Background: an optimization exercise with open tools, aiming at a short achievable clock period and few clock cycles. Do not read the settings as production practice.
Function was checked by simulation only, so behaviour that the tests miss may differ from the original.
The clock port is modelled as an ideal driver; clocking choices that lean on that would not hold on a real chip.
No activity file was given, so power comes from the tool's default toggle rates.

the previous run:
==> module fetch_stage, before the edit <==
module fetch_stage (
  input  logic        clk,
  input  logic        rst_n,
  input  logic        run,
  input  logic        stall,
  output logic [29:0] inst_mem_addr,
  input  logic [31:0] inst_mem_data,
  output logic [31:0] ir              
);
  logic [29:0] pc;        
  logic        advance;
  assign advance       = run && !stall;   
  assign inst_mem_addr = pc;
  assign ir            = inst_mem_data;
  hold_reg_r #(.W(30)) pc_r (.clk, .rst_n, .en (advance), .d (pc + 30'd1), .q (pc));
endmodule
==> flow/config.mk <==
export PLATFORM = sky130hd
export DESIGN_NAME = mips_datapath
export DESIGN_NICKNAME = mips_datapath
export VERILOG_FILES = /design/flow/design.v
export SDC_FILE = /design/flow/constraint.sdc
export NUM_CORES = 4
export LEC_CHECK = 0
export CAP_MARGIN = 20
export CORE_MARGIN = 2
export CORE_UTILIZATION = 40
export SETUP_SLACK_MARGIN = 3.3
export SLEW_MARGIN = 20
export TNS_END_PERCENT = 100
==> flow/constraint.sdc <==
create_clock -name core_clock -period 6.0 [get_ports {clk}]
set_input_delay 1.2000 -clock core_clock [delete_from_list [all_inputs] [get_ports {clk}]]
set_output_delay 1.2000 -clock core_clock [all_outputs]
set_load 0.01 [all_outputs]
standard.sh (not shown) runs the stock make flow with config.mk's settings and CLKGATE_MAP_FILE= SYNTH_SCRIPT=/design/flow/synth_recipe.tcl, a recipe that flattens the netlist after the stock synthesis.
==> flow/flow/run.sh <==
#!/bin/bash
# The standard layout through clock-tree synthesis, two more setup-repair
# passes on that layout (flow/repair.tcl), then the standard layout on to
# the end. Each tool's output goes to a log of its own here.
set -euo pipefail
bash standard.sh cts > std_to_cts.log 2>&1
openroad -exit flow/repair.tcl > extra_repair.log 2>&1
bash standard.sh > std_to_finish.log 2>&1
Other scripts of this flow, unchanged in this note and not shown: flow/flow/repair.tcl
Testbench counts of the previous run, summed over its fixed seeds: cycles 135,719.
> inputs changed (the previous run -> the current run)
==> flow/design.v, changed modules only <==
module fetch_stage (
  input  logic        clk,
  input  logic        rst_n,
  input  logic        run,
  input  logic        stall,
  output logic [29:0] inst_mem_addr,
  input  logic [31:0] inst_mem_data,
  output logic [31:0] ir              
);
  logic [29:0] pc;        
  logic        advance;
  assign advance       = run && !stall;   
  assign inst_mem_addr = pc;
  hold_reg_r #(.W(30)) pc_r (.clk, .rst_n, .en (advance), .d (pc + 30'd1),   .q (pc));
  hold_reg_r #(.W(32)) ir_r (.clk, .rst_n, .en (advance), .d (inst_mem_data), .q (ir));
endmodule
Clock transition at the registers of the reported paths delta (the current run -> the previous run): insignificant. Diff the previous run -> the current run: setup slack after placement up 110 ps; distinct cell type count of the synthesized netlist up 1; fraction of the cycle the final worst path needs down 3.1 points. Compared with the previous run, the current run has extra setup slack. Comparing the previous run and the current run, the higher largest net degree at the start of global routing is on the current run. The current run completed; timing, DRC and antenna clean. Against the previous run, the current run comes in 0.66 points lower on multi-input logic portion of the cell area. The current run -> the previous run: worst slack on hold paths flat.
Testbench counts of the current run, summed over its fixed seeds: cycles 135,911.


## job 4403
mips_datapath, a different RTL version from the one above (not shown whole).
For scale: ~5000 cells after synthesis, roughly 190 I/O pins, roughly 69000 µm² of cells after synthesis.
==> module alu, before the edit <==
module alu (
  input  logic        op_slt,
  input  logic        op_sltu,
  input  logic [3:0]  tt,          
  input  logic        sr_arith,
  input  logic [31:0] a,
  input  logic [31:0] b,
  input  logic [4:0]  shamt,
  output logic [31:0] sum,
  output logic [31:0] diff,
  output logic [31:0] lg,
  output logic        lt,          
  output logic [31:0] shl,
  output logic [31:0] shr
);
  logic c_add;
  logic c_sub;                     
  logic lt_signed;
  assign sum           = a + b;
  assign diff          = a - b;
  assign c_sub         = !(a < b);
  always_comb begin
    for (int i = 0; i < 32; i++) lg[i] = tt[{a[i], b[i]}];
  end
  assign lt_signed = (a[31] ^ b[31]) ? a[31] : !c_sub;
  assign lt        = (op_slt & lt_signed) | (op_sltu & !c_sub);
  assign shl = b << shamt;
  assign shr = $signed({sr_arith & b[31], b}) >>> shamt;
endmodule
Settings: LEC_CHECK=0, CAP_MARGIN=20, CORE_MARGIN=2, CORE_UTILIZATION=40, SETUP_SLACK_MARGIN=3.3, SLEW_MARGIN=20, TNS_END_PERCENT=100; clock period 6.0 ns.
run.sh (not shown) runs the stock make flow with config.mk's settings and CLKGATE_MAP_FILE= SYNTH_SCRIPT=/design/flow/synth_recipe.tcl, a recipe that flattens the netlist after the stock synthesis.
Stock flow here: none of the scripts above is used.
Testbench counts of job 4403, summed over its fixed seeds: cycles 138,825.
[inputs] job 1351 vs job 4403
==> flow/design.v, changed modules only <==
module alu (
  input  logic        op_slt,
  input  logic        op_sltu,
  input  logic [3:0]  tt,          
  input  logic        sr_arith,
  input  logic [31:0] a,
  input  logic [31:0] b,
  input  logic [4:0]  shamt,
  output logic [31:0] sum,
  output logic [31:0] diff,
  output logic [31:0] lg,
  output logic        lt,          
  output logic [31:0] shl,
  output logic [31:0] shr
);
  logic c_add;
  logic c_sub;                     
  logic lt_signed;
  ks_adder #(.SUB(1'b0)) add_unit (.a, .b, .sum (sum),  .cout (c_add));
  ks_adder #(.SUB(1'b1)) sub_unit (.a, .b, .sum (diff), .cout (c_sub));
  always_comb begin
    for (int i = 0; i < 32; i++) lg[i] = tt[{a[i], b[i]}];
  end
  assign lt_signed = (a[31] ^ b[31]) ? a[31] : !c_sub;
  assign lt        = (op_slt & lt_signed) | (op_sltu & !c_sub);
  assign shl = b << shamt;
  assign shr = $signed({sr_arith & b[31], b}) >>> shamt;
endmodule
## What came out
Diff job 4403 -> job 1351 | arrival time of the worst setup path | decrease of 0.07 ns
Compared with job 4403, in job 1351 final worst slack +0.010 ns; synthesized area lower; post-layout minimum cycle time went down 0.010 ns; cell area after layout decreased by about 2.7% relative to the old numbers; worst stage delay on the critical path shrank by 0.06 ns.
The total power number comes out lower for job 1351 vs job 4403.
Non-filler instance count after layout delta for job 1351 relative to job 4403: about 2% lower
Post-synth net total (lower): job 1351
Measured against job 4403, the switching power of the nets of job 1351 comes out at 0.912 times the reference value.
Higher final-layout worst hold slack was reported by job 1351, not job 4403.
Job 1351 -> job 4403: number of hold buffers added after cts delta 0, exact match
Testbench counts of job 1351, summed over its fixed seeds: cycles 138,825.

==> what the ideal ports hide <==
In the flow no input, the clock included, has a driving cell. The finished layouts below were timed again as built, in two steps. Step 1: set_driving_cell puts a clkbuf_16 on clk and a buf_2 on each other input, an assumption about the parent block. Step 2 also shifts input and output timing later by t, the mid clock arrival at the registers, as if the neighbouring blocks saw the same clock. Three values: ideal, step 1, step 2; two values: the first two.
run | t, ns | setup WS [ns] | worst hold slack (ns) | worst register clock-pin slew, ns | cell pins on the clock port's net
the previous run | 0.896 | 2.473 / 2.374 / 1.477 | 0.458 / 0.458 / 0.458 | 0.08 / 0.08 | 1
the current run | 0.913 | 2.658 / 2.658 / 1.856 | 0.460 / 0.460 / 0.460 | 0.08 / 0.08 | 1
job 4403 | 0.875 | 2.584 / 2.584 / 1.908 | 0.447 / 0.447 / 0.447 | 0.08 / 0.08 | 1
job 1351 | 0.855 | 2.594 / 2.594 / 1.853 | 0.454 / 0.454 / 0.454 | 0.07 / 0.07 | 1
After both steps setup and hold are still met in every run listed. For the previous run, which loses most, drivers alone change the setup slack by -0.099 ns; drivers and shift together by -0.996 ns.
